This is an optimization exercise on Yosys and OpenROAD, whose aim is small area and few clock cycles, not a production implementation. The RTL was checked by simulation tests, not by an equivalence proof against the original design. Power figures rest on the tool's default switching activity, not on a simulated workload.

==> flow/design.v <==
package sgti_pkg;
	localparam int IDX_W     = 20;
	localparam int ROW_W     = 10;
	localparam int REG_W     = 11;
	localparam int CFG_IDX_W = 2;
	localparam int IN_DATA_W  = 8;
	localparam int OUT_DATA_W = 64;
	localparam logic [CFG_IDX_W-1:0] REG_SLICE_COUNT = CFG_IDX_W'(0);
	localparam logic [CFG_IDX_W-1:0] REG_STACK_COUNT = CFG_IDX_W'(1);
	typedef enum logic [1:0] {
		REGION_TOP = 2'd0,
		REGION_MID = 2'd1,
		REGION_BOT = 2'd2
	} region_t;
	typedef struct packed {
		logic              last_triangle;
		region_t           region;
		logic [IDX_W-1:0]  vertex_c;
		logic [IDX_W-1:0]  vertex_b;
		logic [IDX_W-1:0]  vertex_a;
	} tri_t;
endpackage
import sgti_pkg::*;
module sphere_grid_triangle_index_generator #(
	parameter int MAX_SLICES = 1024,
	parameter int MAX_STACKS = 1024
) (
	input  logic                                clk,
	input  logic                                arst_n,
	input  logic                                s_axis_tvalid,
	output logic                                s_axis_tready,
	input  logic [sgti_pkg::IN_DATA_W-1:0]      s_axis_tdata,    
	output logic                                m_axis_tvalid,
	input  logic                                m_axis_tready,
	output logic [sgti_pkg::OUT_DATA_W-1:0]     m_axis_tdata,    
	output logic [1:0]                          m_axis_tuser,    
	output logic                                m_axis_tlast,    
	input  logic                                cfg_valid,
	output logic                                cfg_ready,
	input  logic [sgti_pkg::CFG_IDX_W-1:0]      cfg_index,
	input  logic [sgti_pkg::REG_W-1:0]          cfg_data
);
	localparam int CW = 10;
	typedef enum logic [1:0] {
		PH_TOP = 2'd0,
		PH_MID = 2'd1,
		PH_BOT = 2'd2
	} phase_t;
	logic [CW-1:0]    slices_q;
	logic [CW-1:0]    stacks_q;
	logic [1:0]       phase_q;
	logic [IDX_W-1:0] vtx_q;
	logic [IDX_W-1:0] aux_q;
	logic [CW-1:0]    col_q;
	logic             last_col_q;
	logic             pair_q;
	logic [CW-1:0]    row_q;
	logic             out_valid_q;
	logic             rewind_q;
	logic             cfg_s;
	logic             cfg_t;
	logic             cfg_hit;
	logic             restart;    
	logic [CW-1:0]    sat_s;
	logic [CW-1:0]    sat_t;
	logic [IDX_W-1:0] vtx_k;
	logic             vstep;
	logic             vdown;
	logic             vhi_step;
	logic             vtx_hi;
	logic             vcarry;
	logic [IDX_W-1:0] aux_p1;
	logic             acarry;
	logic [IDX_W-1:0] upper;
	logic [CW:0]      sub;
	logic             borrow;
	logic [IDX_W-1:0] tri_a;
	logic [IDX_W-1:0] tri_b;
	logic [IDX_W-1:0] tri_c;
	logic [1:0]       tri_region;
	logic             tri_last;
	logic [CW-1:0]    col_p1;
	logic             ccarry;
	logic             col_hit;
	logic [1:0]       n_phase;
	logic [IDX_W-1:0] n_vtx;
	logic [IDX_W-1:0] n_aux;
	logic [CW-1:0]    n_col;
	logic             n_last_col;
	logic             n_pair;
	logic [CW-1:0]    n_row;
	logic             ld_first;
	logic             ld_next;
	assign cfg_s   = cfg_valid && (cfg_index == REG_SLICE_COUNT);
	assign cfg_t   = cfg_valid && (cfg_index == REG_STACK_COUNT);
	assign cfg_hit = cfg_s || cfg_t;
	always_comb begin
		sat_t = cfg_data[10] ? '0 : cfg_data[9:0];
		if (cfg_data[10:1] == '0) sat_t[1:0] = 2'd2;
		sat_s = sat_t;
		if (sat_t == 10'd2) sat_s[0] = 1'b1;
	end
	always_comb begin
		vdown  = (phase_q == PH_BOT);
		vcarry = 1'b0;
		for (int k = 0; k < CW; k++) begin
			vstep    = (k == 0) ? 1'b1 : vdown;
			vtx_k[k] = vtx_q[k] ^ vstep ^ vcarry;
			vcarry   = (vtx_q[k] & vstep) | (vtx_q[k] & vcarry) | (vstep & vcarry);
		end
		vhi_step = vcarry ^ vdown;
		vcarry   = 1'b0;
		for (int k = CW; k < IDX_W; k++) begin
			vstep    = (k == CW) ? 1'b1 : vdown;
			vtx_hi   = vtx_q[k] ^ vstep ^ vcarry;
			vcarry   = (vtx_q[k] & vstep) | (vtx_q[k] & vcarry) | (vstep & vcarry);
			vtx_k[k] = vhi_step ? vtx_hi : vtx_q[k];
		end
		acarry = 1'b1;
		for (int k = 0; k < IDX_W; k++) begin
			aux_p1[k] = aux_q[k] ^ acarry;
			acarry    = aux_q[k] & acarry;
		end
		sub    = last_col_q ? {(col_q == '0), col_q} : '0;
		borrow = 1'b1;
		for (int k = 0; k <= CW; k++) begin
			upper[k] = aux_p1[k] ^ !sub[k] ^ borrow;
			borrow   = (aux_p1[k] & !sub[k]) | (aux_p1[k] & borrow) | (!sub[k] & borrow);
		end
		upper[IDX_W-1:CW+1] = aux_p1[IDX_W-1:CW+1] - (IDX_W-CW-1)'(!borrow);
		tri_region = phase_q;
		tri_last   = 1'b0;
		case (phase_q)
			PH_TOP: begin
				tri_a = '0;
				tri_b = vtx_q;
				tri_c = last_col_q ? IDX_W'(1) : vtx_k;
			end
			PH_MID: begin
				tri_a = vtx_q;
				if (!pair_q) begin
					tri_b = last_col_q ? aux_p1 : vtx_k;
					tri_c = upper;
				end else begin
					tri_b = upper;
					tri_c = aux_q;
				end
			end
			default: begin
				tri_a = aux_p1;
				tri_b = vtx_q;
				tri_c = last_col_q ? aux_q : vtx_k;
				tri_last = last_col_q;
			end
		endcase
	end
	always_comb begin
		ccarry = 1'b1;
		for (int k = 0; k < CW; k++) begin
			col_p1[k] = col_q[k] ^ ccarry;
			ccarry    = col_q[k] & ccarry;
		end
		col_hit = (col_p1 == slices_q);
		n_phase    = phase_q;
		n_vtx      = vtx_q;
		n_aux      = aux_q;
		n_col      = col_p1;
		n_last_col = col_hit;
		n_pair     = 1'b0;
		n_row      = row_q;
		case (phase_q)
			PH_TOP: begin
				n_vtx = vtx_k;
				if (last_col_q) begin
					n_col = CW'(1);
					n_last_col = 1'b0;
					if (stacks_q != CW'(2)) begin
						n_phase = PH_MID;
						n_aux   = IDX_W'(1);
						n_row   = stacks_q;
					end else begin
						n_phase = PH_BOT;
						n_vtx   = vtx_q;
						n_aux   = vtx_q;
					end
				end
			end
			PH_MID: begin
				if (!pair_q) begin
					n_pair     = 1'b1;
					n_col      = col_q;
					n_last_col = last_col_q;
				end else begin
					n_vtx = vtx_k;
					n_aux = aux_p1;
					if (last_col_q) begin
						n_col = CW'(1);
						n_last_col = 1'b0;
						n_row = row_q - CW'(1);
						if (row_q == CW'(3)) begin
							n_phase = PH_BOT;
							n_vtx   = vtx_q;
							n_aux   = vtx_q;
						end
					end
				end
			end
			default: begin
				n_vtx = vtx_k;
				if (last_col_q) begin
					n_phase = PH_TOP;
					n_vtx   = IDX_W'(1);
					n_col   = CW'(1);
					n_last_col = 1'b0;
				end
			end
		endcase
	end
	assign restart  = s_axis_tvalid ? s_axis_tdata[0] : cfg_hit;
	assign ld_first = out_valid_q ? (m_axis_tready && (restart || rewind_q)) : restart;
	assign ld_next  = out_valid_q && m_axis_tready && !(restart || rewind_q);
	always_ff @(posedge clk or negedge arst_n) begin
		if (!arst_n) begin
			slices_q    <= CW'(32);
			stacks_q    <= CW'(16);
			out_valid_q <= 1'b0;
			rewind_q    <= 1'b0;
			phase_q     <= PH_TOP;
			vtx_q       <= IDX_W'(1);
			col_q       <= CW'(1);
			last_col_q  <= 1'b0;
			pair_q      <= 1'b0;
		end else begin
			if (cfg_s) slices_q <= sat_s;
			if (cfg_t) stacks_q <= sat_t;
			if (!out_valid_q || m_axis_tready) begin
				out_valid_q <= s_axis_tvalid;
				rewind_q    <= s_axis_tvalid && cfg_hit;
			end else begin
				rewind_q    <= rewind_q || cfg_hit;
			end
			if (ld_first) begin
				phase_q    <= PH_TOP;
				vtx_q      <= IDX_W'(1);
				col_q      <= CW'(1);
				last_col_q <= 1'b0;
				pair_q     <= 1'b0;
			end else if (ld_next) begin
				phase_q    <= n_phase;
				vtx_q      <= n_vtx;
				col_q      <= n_col;
				last_col_q <= n_last_col;
				pair_q     <= n_pair;
			end
		end
	end
	always_ff @(posedge clk) begin
		if (ld_next) begin
			aux_q <= n_aux;
			row_q <= n_row;
		end
	end
	assign s_axis_tready = !out_valid_q || m_axis_tready;
	assign cfg_ready     = 1'b1;
	assign m_axis_tvalid = out_valid_q;
	assign m_axis_tdata  = {(OUT_DATA_W - 3 * IDX_W)'(0), tri_c, tri_b, tri_a};
	assign m_axis_tuser  = tri_region;
	assign m_axis_tlast  = tri_last;
endmodule
clock: 10.0 ns
lec_check: 0
cap_margin: 20
core_margin: 2
core_utilization: 40
cts_buf_list: sky130_fd_sc_hd__clkbuf_8
slew_margin: 20
standard.sh (not shown) runs the stock make flow with config.mk's settings and CLKGATE_MAP_FILE= SYNTH_SCRIPT=/design/flow/synth_recipe.tcl, a recipe that flattens the netlist after the stock synthesis.
==> flow/flow/run.sh <==
#!/bin/bash
set -euo pipefail
W=$(pwd)

# ORFS's synth.tcl with the ABC mapping script swapped
sed -e 's#log_cmd abc {\*}$abc_args#lset abc_args 1 $::env(AREA_ABC_SCRIPT); log_cmd abc {*}$abc_args#' \
	"$FLOW_HOME/scripts/synth.tcl" > "$W/synth_area_body.tcl"
grep -q 'AREA_ABC_SCRIPT' "$W/synth_area_body.tcl"
# The standard flow's synthesis script, sourcing that copy
sed -e "s#\$::env(SCRIPTS_DIR)/synth.tcl#$W/synth_area_body.tcl#" "$W/synth_recipe.tcl" > "$W/synth_area.tcl"
grep -q 'synth_area_body' "$W/synth_area.tcl"
# standard.sh's make line, with that synthesis script
sed -e "s#SYNTH_SCRIPT=[^ ]*#SYNTH_SCRIPT=$W/synth_area.tcl#" "$W/standard.sh" > "$W/standard_area.sh"

export AREA_ABC_SCRIPT="$W/flow/area.abc"
export BUFFER_PORTS_ARGS="-buffer_cell sky130_fd_sc_hd__buf_1"
export CTS_ARGS="-sink_clustering_enable -repair_clock_nets -buf_list sky130_fd_sc_hd__clkbuf_8 -dont_use_dummy_load"

bash "$W/standard_area.sh" synth > "$W/synth.log" 2>&1
bash "$W/standard.sh" > "$W/layout.log" 2>&1
==> flow/flow/area.abc <==
strash
dch -f
amap
strash
dch -f
amap
strash
dch -f
amap
strash
dch -f
amap
strash
dch -f
amap
strash
dch -f
amap
strash
dch -f
amap
strash
dch -f
amap
strash
dch -f
amap
strash
dch -f
amap
The first run completed with no timing, DRC or antenna violations.
Testbench counts at the start, summed over its fixed seeds: cycles 77,703.
Next try:
--- a/flow/design.v
+++ b/flow/design.v
@@ -96,8 +96,10 @@
 	assign cfg_hit = cfg_s || cfg_t;
 	always_comb begin
-		sat_t = cfg_data[10] ? '0 : cfg_data[9:0];
-		if (cfg_data[10:1] == '0) sat_t[1:0] = 2'd2;
-		sat_s = sat_t;
-		if (sat_t == 10'd2) sat_s[0] = 1'b1;
+		if (cfg_data[10]) sat_s = '0;
+		else if (cfg_data[9:0] < 10'd3) sat_s = 10'd3;
+		else sat_s = cfg_data[9:0];
+		if (cfg_data[10]) sat_t = '0;
+		else if (cfg_data[9:0] < 10'd2) sat_t = 10'd2;
+		else sat_t = cfg_data[9:0];
 	end
 	always_comb begin
Die area rose by 0.98%.
Final area rose by 1.3%.
Non-clock buffer count rose by 3.
Utilization rose by 0.23 points.
Total power rose by 1.7%.
Worst hold slack loses 0.027 ns.
Clock-buffer cell count stays the same.
Routed wire length rose by 1.6%.
Testbench counts after the change, summed over its fixed seeds: cycles 77,703.

-- afterwards: timing with drivers on the ports --
How much do the figures lean on ideal ports? The routed layouts below were timed once more, with nothing changed but the port constraints. Step 1 assumes that a clkbuf_16 drives the clock port and a buf_2 every other input. Step 2 moves the port delays by t, midway between the first and last clock arrival at a register: inputs arrive t later, outputs are due t later. That takes back most of the time a late clock gives input paths. Slacks: no drivers / after step 1 / after step 2; pairs: no drivers / after step 1.
run | t, ns | setup slack, ns | latest minus earliest clock arrival (ns) | slew at the worst register clock pin (ns)
the first run | 0.402 | 0.808 / 0.777 / 1.180 | 0.015 / 0.015 | 0.09 / 0.09
the second run | 0.404 | 0.863 / 0.829 / 1.233 | 0.015 / 0.015 | 0.09 / 0.09
After both steps every run listed still meets setup and hold.
